From an optimization exercise on the open Yosys and OpenROAD flow, aimed at small area, a short achievable clock period and few clock cycles per item; shortcuts taken in it are not production practice. At most, simulation tests tie the RTL to the original design; equivalence was not proved. Power figures rest on the tool's default switching activity, not on a simulated workload.

==> flow/design.v <==
`timescale 1ns/1ps
`default_nettype none
module mul_top
(
  input  wire                          clk,
  input  wire                          rst_n,
  input  wire [5-1:0]    awaddr,
  input  wire                          awvalid,
  output logic                         awready,
  input  wire [31:0]                   wdata,
  input  wire                          wvalid,
  output logic                         wready,
  output logic                         bvalid,
  output logic [1:0]           bresp,
  input  wire                          bready,
  input  wire [5-1:0]    araddr,
  input  wire                          arvalid,
  output logic                         arready,
  output logic                         rvalid,
  output logic [31:0]                  rdata,
  output logic [1:0]           rresp,
  input  wire                          rready
);
  logic [31:0] x;           
  logic        xv;          
  logic [31:0] y;           
  logic [31:0] s;           
  logic [31:0] p_lo;        
  logic        pv;          
  logic [3:0]  dq;          
  logic        running;     
  logic [2:0]  cnt;         
  logic        done;        
  logic [31:0] count;
  logic        bv;
  logic        berr;
  logic        rpend;
  logic        rerr;
  logic        sel_x, sel_y, sel_ctrl, sel_lo, sel_hi, sel_cnt;
  logic wr_en;
  logic wr_hit;
  logic start;
  logic x_we;
  logic y_we;
  assign awready = ~running & ~bv;
  assign wready  = awready;
  assign wr_en   = awready & awvalid & wvalid;
  always_comb
  begin
    case (awaddr)
      5'h00,
      5'h04,
      5'h08,
      5'h0C,
      5'h10,
      5'h14: wr_hit = 1'b1;
      default:        wr_hit = 1'b0;
    endcase
  end
  assign x_we  = wr_en & (awaddr == 5'h00);
  assign y_we  = wr_en & (awaddr == 5'h04);
  assign start = wr_en & (awaddr == 5'h08) & wdata[0];
  assign bvalid = bv;
  assign bresp  = {berr, 1'b0};
  always_ff @(posedge clk or negedge rst_n)
  begin
    if (!rst_n)
    begin
      bv <= 1'b0;
      xv <= 1'b0;
      y  <= '0;
    end
    else
    begin
      if (wr_en)
        bv <= 1'b1;
      else if (bready)
        bv <= 1'b0;
      if (x_we)
        xv <= 1'b1;
      if (y_we)
        y <= wdata;
    end
  end
  always_ff @(posedge clk)
  begin
    if (wr_en)
      berr <= ~wr_hit;
    if (x_we)
      x <= wdata;
  end
  logic rd_en;
  logic near_end;
  assign near_end = (cnt == 3'd5) | (cnt == 3'd6) | (cnt == 3'd7);
  assign arready  = ~rpend & (~running | near_end);
  assign rd_en    = arready & arvalid;
  assign rvalid   = rpend & (sel_ctrl | ~running);
  assign rresp    = {rerr, 1'b0};
  always_ff @(posedge clk or negedge rst_n)
  begin
    if (!rst_n)
      rpend <= 1'b0;
    else if (rd_en)
      rpend <= 1'b1;
    else if (rvalid & rready)
      rpend <= 1'b0;
  end
  always_ff @(posedge clk)
  begin
    if (rd_en)
    begin
      sel_x    <= (araddr == 5'h00) & xv;
      sel_y    <= (araddr == 5'h04);
      sel_ctrl <= (araddr == 5'h08);
      sel_lo   <= (araddr == 5'h0C) & pv;
      sel_hi   <= (araddr == 5'h10) & pv;
      sel_cnt  <= (araddr == 5'h14);
      rerr     <= ~((araddr == 5'h00) | (araddr == 5'h04) |
                    (araddr == 5'h08) | (araddr == 5'h0C) |
                    (araddr == 5'h10) | (araddr == 5'h14));
    end
  end
  assign rdata = ({32{sel_x}}   & x)
               | ({32{sel_y}}   & y)
               | ({32{sel_lo}}  & p_lo)
               | ({32{sel_hi}}  & s)
               | ({32{sel_cnt}} & count)
               | {30'd0, sel_ctrl & done, 1'b0};
  function automatic logic [35:0] maj3(input logic [35:0] a, input logic [35:0] b,
                                       input logic [35:0] d);
    maj3 = (a & b) | (a & d) | (b & d);
  endfunction
  logic        step;        
  logic [31:0] s_in;
  logic [35:0] r0, r1, r2, r3, r4;
  logic [35:0] a1, b1, a2, b2, a3, b3;
  logic [35:0] acc;
  assign step = start | running;
  assign s_in = s & {32{running}};
  always_comb
  begin
    r0 = {4'd0, y & {32{dq[0]}}};
    r1 = {3'd0, y & {32{dq[1]}}, 1'd0};
    r2 = {2'd0, y & {32{dq[2]}}, 2'd0};
    r3 = {1'd0, y & {32{dq[3]}}, 3'd0};
    r4 = {4'd0, s_in};
    a1 = r0 ^ r1 ^ r2;
    b1 = maj3(r0, r1, r2) << 1;
    a2 = a1 ^ b1 ^ r3;
    b2 = maj3(a1, b1, r3) << 1;
    a3 = a2 ^ b2 ^ r4;
    b3 = maj3(a2, b2, r4) << 1;
    acc = a3 + b3;
  end
  always_ff @(posedge clk or negedge rst_n)
  begin
    if (!rst_n)
    begin
      running <= 1'b0;
      cnt     <= 3'd0;
      pv      <= 1'b0;
      done    <= 1'b0;
      dq      <= 4'd0;
      count   <= '0;
    end
    else
    begin
      if (start)
      begin
        running <= 1'b1;
        pv      <= 1'b1;
        done    <= 1'b1;
      end
      else if (running & (cnt == 3'd7))
        running <= 1'b0;
      if (step)
        cnt <= cnt + 3'd1;
      if (x_we)
        dq <= wdata[3:0];
      else if (step)
        dq <= x[4*(cnt+3'd1) +: 4] & {4{xv}};
      if (running & (cnt == 3'd7))
        count <= count + 32'd1;
      if (rvalid & rready & sel_ctrl)
        done <= 1'b0;
    end
  end
  always_ff @(posedge clk)
  begin
    if (step)
    begin
      s    <= acc[35:4];
      p_lo <= {acc[3:0], p_lo[31:4]};
    end
  end
endmodule
`default_nettype wire
Settings: LEC_CHECK=0, ABC_CLOCK_PERIOD_IN_PS=2500, CAP_MARGIN=20, CORE_MARGIN=2, CORE_UTILIZATION=40, SETUP_SLACK_MARGIN=2.2, SLEW_MARGIN=20; clock period 5.0 ns.
run.sh (not shown) runs the stock make flow with config.mk's settings and CLKGATE_MAP_FILE= SYNTH_SCRIPT=/design/flow/synth_recipe.tcl, a recipe that flattens the netlist after the stock synthesis.
Testbench counts at the start, summed over its fixed seeds: cycles 48,000, ops 3,200.
Rerun with:
ABC_CLOCK_PERIOD_IN_PS = default   (was 2500)
SETUP_SLACK_MARGIN = default   (was 2.2)
Result: The changed run finished clean. Non-clock buffer count fell by 112. Wire length shrinks by 12%. Area after synthesis is unchanged. Sequential share of layout area climbs by 4.3 points.

Another version of the RTL of mul_top (not shown whole).
Size: ~1,300 cells after synthesis, ~90 I/O pins.
clock: 5.0 ns
lec_check: 0
abc_clock_period_in_ps: 2500
cap_margin: 20
core_margin: 2
core_utilization: 40
setup_slack_margin: 2.2
slew_margin: 20
standard.sh (not shown) runs the stock make flow with config.mk's settings and CLKGATE_MAP_FILE= SYNTH_SCRIPT=/design/flow/synth_recipe.tcl, a recipe that flattens the netlist after the stock synthesis.
==> flow/flow/run.sh <==
#!/bin/bash
# Standard ORFS layout (the standard.sh, standard synthesis unchanged),
# with two changes to how the layout is made: plain buf_2 cells as the port
# buffers, and clock tree synthesis without dummy loads.
# Each step's full output goes to its own log in this folder.
set -euo pipefail
export BUFFER_PORTS_ARGS="-buffer_cell sky130_fd_sc_hd__buf_2"
export CTS_ARGS="-sink_clustering_enable -repair_clock_nets -dont_use_dummy_load"
bash standard.sh synth > synth.log 2>&1
bash standard.sh floorplan > floorplan.log 2>&1
bash standard.sh place > place.log 2>&1
bash standard.sh cts > cts.log 2>&1
bash standard.sh route > route.log 2>&1
bash standard.sh finish > finish.log 2>&1
==> next run, changes <==
Settings changed: CORE_UTILIZATION 40 to 60, PLACE_DENSITY from default to 0.75.
Effect: Routed wire length shrinks by 4.7%. Design area falls by about 3%. Worst setup slack improves by 0.0035 ns. Global-route usage rises by 8.6 points. Clock power falls by about 6%. Die area falls by 33%. Hold slack improves by 0.020 ns. Via count rose by about 1.5%.
No functional check of the RTL was part of any run of this note.

[afterwards: timing with drivers on the ports]
The results above use ideal ports. As a check the final layouts listed here were re-extracted and re-timed, cells and wires unchanged.
Step 1: set_driving_cell puts a clkbuf_16 on clk and a buf_2 on each other input, an assumption about the parent block.
Step 2 times the ports against the registers' clock, not the clock port: input delays grow and output delays shrink by t, the midpoint of the rising clock arrivals with the driver on.
a / b / c = ideal ports / drivers / drivers and shift; a / b = the first two.
| run | shift t [ns] | setup WS [ns] | worst setup path after step 2 | worst register clock-pin slew, ns |
|---|---|---|---|---|
| the first run of note 1 | 0.490 | 0.617 / 0.617 / 0.617 | register to register | 0.08 / 0.08 |
| the second run of note 1 | 0.489 | 0.269 / 0.269 / 0.269 | register to register | 0.09 / 0.09 |
| the first run of note 2 | 0.574 | 2.042 / 1.991 / 1.716 | input to register | 0.06 / 0.06 |
| the second run of note 2 | 0.561 | 2.046 / 2.059 / 1.512 | input to register | 0.06 / 0.06 |
After both steps every run listed still meets setup and hold. For the second run of note 2, which loses most, drivers alone change the setup slack by +0.013 ns; drivers and shift together by -0.534 ns.
